This is an optimization exercise on Yosys and OpenROAD, whose aim is small area and a short achievable clock period, not a production implementation. Where RTL was checked, it was by simulation tests only, not by an equivalence proof against the original. Power is estimated from default activity; no workload was simulated.

== run 1 ==
==> flow/design.v <==
package apb_pkg;
    typedef enum logic {
        IDLE   = 1'b0,
        ACCESS = 1'b1
    } state_t;
    localparam int unsigned DATA_W          = 32;
    localparam int unsigned ADDR_W          = 8;
    localparam int unsigned WAIT_W          = 4;
    localparam int unsigned PROT_CNT_W      = 8;
    localparam int unsigned WAIT_CFG_OFFSET = 2;
    localparam int unsigned ID_OFFSET       = 1;
    localparam logic [DATA_W-1:0] ID_VALUE_DEFAULT = 32'hA5B0_0001;
endpackage
module apb_rd_mux
#(
    parameter int unsigned N    = 30,
    parameter int unsigned W    = 32,
    parameter int unsigned WW   = 4,
    parameter logic [W-1:0] KVAL = '0
) (
    input  logic [N-1:0]   sel,
    input  logic [N*W-1:0] din,
    input  logic           sel_w,
    input  logic [WW-1:0]  wdin,
    input  logic           sel_k,
    output logic [W-1:0]   dout_n
);
    localparam int unsigned G = N / 3;
    for (genvar b = 0; b < W; b++) begin : g_bit
        localparam int unsigned XW = (b < WW) ? 1 : 0;
        localparam int unsigned XK = KVAL[b] ? 1 : 0;
        localparam int unsigned T  = G + XW + XK;
        localparam int unsigned P0 = (T + 2) / 3;
        localparam int unsigned P1 = (T + 1) / 3;
        localparam int unsigned P2 = T / 3;
        logic [T-1:0] grp_n;
        for (genvar g = 0; g < G; g++) begin : g_grp
            apb_aoi222 u_aoi (
                .a0 (sel[3*g]),   .b0 (din[(3*g)*W + b]),
                .a1 (sel[3*g+1]), .b1 (din[(3*g+1)*W + b]),
                .a2 (sel[3*g+2]), .b2 (din[(3*g+2)*W + b]),
                .y  (grp_n[g])
            );
        end
        if (XW) begin : g_xw
            assign grp_n[G] = !(sel_w && wdin[b % WW]);
        end
        if (XK) begin : g_xk
            assign grp_n[G+XW] = !sel_k;
        end
        logic [2:0] part;
        apb_nand #(.N(P0)) u_nand0 (.a(grp_n[P0-1:0]),        .y(part[0]));
        apb_nand #(.N(P1)) u_nand1 (.a(grp_n[P0+P1-1:P0]),    .y(part[1]));
        apb_nand #(.N(P2)) u_nand2 (.a(grp_n[T-1:P0+P1]),     .y(part[2]));
        apb_nor3 u_nor (.a(part[0]), .b(part[1]), .c(part[2]), .y(dout_n[b]));
    end
endmodule
module apb_nand
#(
    parameter int unsigned N = 4
) (
    input  logic [N-1:0] a,
    output logic         y
);
    assign y = !(&a);
endmodule
module apb_nor3
(
    input  logic a, b, c,
    output logic y
);
    assign y = !(a || b || c);
endmodule
module apb_aoi222
(
    input  logic a0, b0, a1, b1, a2, b2,
    output logic y
);
    assign y = !((a0 && b0) || (a1 && b1) || (a2 && b2));
endmodule
module apb_row_upd
#(
    parameter int unsigned W = 32
) (
    input  logic         we,
    input  logic         hold,
    input  logic [W-1:0] q,
    input  logic [W-1:0] wd,
    output logic [W-1:0] d
);
    assign d = ({W{hold}} & q) | ({W{we}} & wd);
endmodule
module apb_regbank_slave
#(
    parameter int unsigned       NUM_REGS     = 32,
    parameter logic [apb_pkg::DATA_W-1:0] ID_VALUE     = apb_pkg::ID_VALUE_DEFAULT,
    parameter int unsigned       WAIT_DEFAULT = 0
) (
    input  logic                  apb_clk,
    input  logic                  sys_reset,
    input  logic                  apb_selx,
    input  logic                  apb_en,
    input  logic                  apb_write,
    input  logic [apb_pkg::ADDR_W-1:0]     apb_addr,
    input  logic [apb_pkg::DATA_W-1:0]     apb_wdata,
    output logic [apb_pkg::DATA_W-1:0]     apb_rdata,
    output logic                  apb_ready,
    output logic                  apb_slverr,
    output logic [apb_pkg::PROT_CNT_W-1:0] prot_err_cnt
);
    localparam int unsigned DW       = apb_pkg::DATA_W;
    localparam int unsigned WW       = apb_pkg::WAIT_W;
    localparam int unsigned WAIT_IDX = NUM_REGS - apb_pkg::WAIT_CFG_OFFSET;
    localparam int unsigned ID_IDX   = NUM_REGS - apb_pkg::ID_OFFSET;
    localparam int unsigned GP_REGS  = NUM_REGS - 2;
    logic                         state;       
    logic                         armed;       
    logic [WW-1:0]                wait_cnt;
    logic [WW-1:0]                wait_cfg;
    logic [apb_pkg::ADDR_W-1:0]   cap_addr;
    logic                         cap_write;
    logic [DW-1:0]                cap_wdata;
    logic [DW-1:0]                rd_qn;       
    logic                         err_q;
    logic [DW-1:0]                regs [GP_REGS];
    logic [GP_REGS-1:0]           valid;
    logic setup, go, ready_c;
    assign setup   = !state && apb_selx && !apb_en;
    assign go      = apb_selx && apb_en;
    assign ready_c = armed && go;
    always_ff @(posedge apb_clk or negedge sys_reset) begin
        if (!sys_reset) begin
            state <= 1'b0;
            armed <= 1'b0;
        end else if (setup) begin
            state <= 1'b1;
            armed <= (wait_cfg == '0);
        end else if (state && !(apb_selx && !apb_en)) begin
            state <= apb_selx && !armed;
            armed <= apb_selx && (wait_cnt == WW'(1));
        end
    end
    always_ff @(posedge apb_clk) begin
        if (setup)
            wait_cnt <= wait_cfg;
        else if (state && go)
            wait_cnt <= wait_cnt - WW'(1);
    end
    logic [NUM_REGS-1:0] a_dec, c_dec;
    logic                a_hi, c_hi;
    always_comb begin
        for (int i = 0; i < NUM_REGS; i++) begin
            a_dec[i] = (apb_addr[4:0] == 5'(i));
            c_dec[i] = (cap_addr[4:0] == 5'(i));
        end
    end
    assign a_hi = |apb_addr[apb_pkg::ADDR_W-1:5];
    assign c_hi = |cap_addr[apb_pkg::ADDR_W-1:5];
    logic [GP_REGS-1:0]    rd_sel;
    logic [GP_REGS*DW-1:0] rd_din;
    logic [DW-1:0]         rd_cn;
    always_comb begin
        for (int i = 0; i < GP_REGS; i++) begin
            rd_sel[i] = !a_hi && a_dec[i] && valid[i];
            rd_din[i*DW +: DW] = regs[i];
        end
    end
    apb_rd_mux #(.N(GP_REGS), .W(DW), .WW(WW), .KVAL(ID_VALUE)) u_rd_mux (
        .sel   (rd_sel),
        .din   (rd_din),
        .sel_w (!a_hi && a_dec[WAIT_IDX]),
        .wdin  (wait_cfg),
        .sel_k (!a_hi && a_dec[ID_IDX] && !apb_write),
        .dout_n (rd_cn)
    );
    always_ff @(posedge apb_clk) begin
        if (!state) begin
            cap_addr  <= apb_addr;
            cap_write <= apb_write;
            cap_wdata <= apb_wdata;
            rd_qn     <= rd_cn;
            err_q     <= a_hi || (apb_write && a_dec[ID_IDX]);
        end
    end
    logic warm, warm_n, warm_c;
    always_comb begin
        if (setup)
            warm_c = (wait_cfg == '0) && apb_write && !a_hi;
        else if (state && !(apb_selx && !apb_en))
            warm_c = apb_selx && (wait_cnt == WW'(1)) && cap_write && !c_hi;
        else
            warm_c = armed && cap_write && !c_hi;
    end
    always_ff @(posedge apb_clk or negedge sys_reset) begin
        if (!sys_reset) begin
            warm   <= 1'b0;
            warm_n <= 1'b1;
        end else begin
            warm   <= warm_c;
            warm_n <= !warm_c;
        end
    end
    for (genvar i = 0; i < GP_REGS; i++) begin : g_reg
        logic we, hold;
        assign we   = warm && c_dec[i] && go;
        assign hold = warm_n || !c_dec[i] || !go;
        always_ff @(posedge apb_clk or negedge sys_reset) begin
            if (!sys_reset) valid[i] <= 1'b0;
            else if (we)    valid[i] <= 1'b1;
        end
        logic [DW-1:0] d;
        apb_row_upd #(.W(DW)) u_upd (
            .we   (we),
            .hold (hold),
            .q    (regs[i]),
            .wd   (cap_wdata),
            .d    (d)
        );
        always_ff @(posedge apb_clk) regs[i] <= d;
    end
    always_ff @(posedge apb_clk or negedge sys_reset) begin
        if (!sys_reset)
            wait_cfg <= WW'(WAIT_DEFAULT);
        else if (warm && c_dec[WAIT_IDX] && go)
            wait_cfg <= cap_wdata[WW-1:0];
    end
    assign apb_ready  = ready_c;
    assign apb_rdata  = ~rd_qn;
    assign apb_slverr = err_q;
    logic                  violation_c;
    logic [apb_pkg::PROT_CNT_W-1:0] err_cnt;
    assign violation_c = state ? (!apb_selx || apb_write != cap_write || apb_addr != cap_addr)
                               : (apb_selx && apb_en);
    always_ff @(posedge apb_clk or negedge sys_reset) begin
        if (!sys_reset) begin
            err_cnt <= '0;
        end else if (violation_c && err_cnt != '1) begin
            err_cnt <= err_cnt + apb_pkg::PROT_CNT_W'(1);
        end
    end
    assign prot_err_cnt = err_cnt;
endmodule
export LEC_CHECK = 0
export CAP_MARGIN = 20
export CORE_MARGIN = 2
export CORE_UTILIZATION = 55
export CTS_BUF_LIST = sky130_fd_sc_hd__clkbuf_16
export CTS_CLUSTER_DIAMETER = 90
export CTS_CLUSTER_SIZE = 28
export SETUP_SLACK_MARGIN = 2.8
export SLEW_MARGIN = 20
export SYNTH_HIERARCHICAL = 1
create_clock -name core_clock -period 5.5 [get_ports {apb_clk}]
standard.sh (not shown) runs the stock make flow with config.mk's settings and CLKGATE_MAP_FILE= SYNTH_SCRIPT=/design/flow/synth_recipe.tcl, a recipe that flattens the netlist after the stock synthesis.
==> flow/flow/run.sh <==
#!/bin/bash
# The standard layout, with plain buffers (not delay cells) on the ports.
set -euo pipefail
export BUFFER_PORTS_ARGS="-buffer_cell sky130_fd_sc_hd__buf_2"
bash standard.sh > standard.log 2>&1
### run 1 -> run 2
--- a/flow/design.v
+++ b/flow/design.v
@@ -182,28 +182,11 @@
             err_q     <= a_hi || (apb_write && a_dec[ID_IDX]);
         end
     end
-    logic warm, warm_n, warm_c;
-    always_comb begin
-        if (setup)
-            warm_c = (wait_cfg == '0) && apb_write && !a_hi;
-        else if (state && !(apb_selx && !apb_en))
-            warm_c = apb_selx && (wait_cnt == WW'(1)) && cap_write && !c_hi;
-        else
-            warm_c = armed && cap_write && !c_hi;
-    end
-    always_ff @(posedge apb_clk or negedge sys_reset) begin
-        if (!sys_reset) begin
-            warm   <= 1'b0;
-            warm_n <= 1'b1;
-        end else begin
-            warm   <= warm_c;
-            warm_n <= !warm_c;
-        end
-    end
+    logic wr_arm;
+    assign wr_arm = armed && cap_write && !c_hi;
     for (genvar i = 0; i < GP_REGS; i++) begin : g_reg
-        logic we, hold;
-        assign we   = warm && c_dec[i] && go;
-        assign hold = warm_n || !c_dec[i] || !go;
+        logic we;
+        assign we = wr_arm && c_dec[i] && go;
         always_ff @(posedge apb_clk or negedge sys_reset) begin
             if (!sys_reset) valid[i] <= 1'b0;
             else if (we)    valid[i] <= 1'b1;
@@ -211,7 +194,7 @@
         logic [DW-1:0] d;
         apb_row_upd #(.W(DW)) u_upd (
             .we   (we),
-            .hold (hold),
+            .hold (!we),
             .q    (regs[i]),
             .wd   (cap_wdata),
             .d    (d)
@@ -221,7 +204,7 @@
     always_ff @(posedge apb_clk or negedge sys_reset) begin
         if (!sys_reset)
             wait_cfg <= WW'(WAIT_DEFAULT);
-        else if (warm && c_dec[WAIT_IDX] && go)
+        else if (wr_arm && c_dec[WAIT_IDX] && go)
             wait_cfg <= cap_wdata[WW-1:0];
     end
     assign apb_ready  = ready_c;
Notes after the runs:
Run 2 finished end to end and its layout was clean on timing, DRC and antenna.
Run 2 vs run 1 — initial antenna violation count dropped 2.
Run 2 against run 1: combinational cell fraction of total power lower, total buffers and inverters traversed by the critical path lower, power higher.
The number of gates resized after cts in run 1 is 0.75 times that in run 2.
Summary of run 2 over run 1: routing usage on met2 went up 0.60 points, smallest setup slack after layout went up 0.089 ns, non-clock buffer area fraction after layout went down 0.95 points.
Across both runs, final cell utilization of the core was lower for run 2 than for run 1.
For run 1, only the layout was checked, not whether the RTL still works.

re-timing with driven ports:
The results above use ideal ports. As a check the final layouts listed here were re-extracted and re-timed, cells and wires unchanged. Step 1 sets driving cells, clkbuf_16 on the clock port and buf_2 on the other inputs (assumed; they add their load-dependent delay and slew). Step 2, shift: input delay + t, output delay - t, t = (earliest + latest rising clock arrival at the registers) / 2. This alone moves slack from input paths to output paths. Three values: no drivers, after step 1, after step 2; two values: the first two.
run	shift t [ns]	slack for setup (ns)	worst setup path after step 2	worst data-port slew with drivers (ns)
run 1	0.711	2.608 / 2.623 / 1.912	input to register	0.08
run 2	0.712	2.697 / 2.729 / 2.017	input to register	0.05
After both steps every run listed still meets setup and hold. For run 1, which loses most, drivers alone change the setup slack by +0.015 ns; drivers and shift together by -0.696 ns.
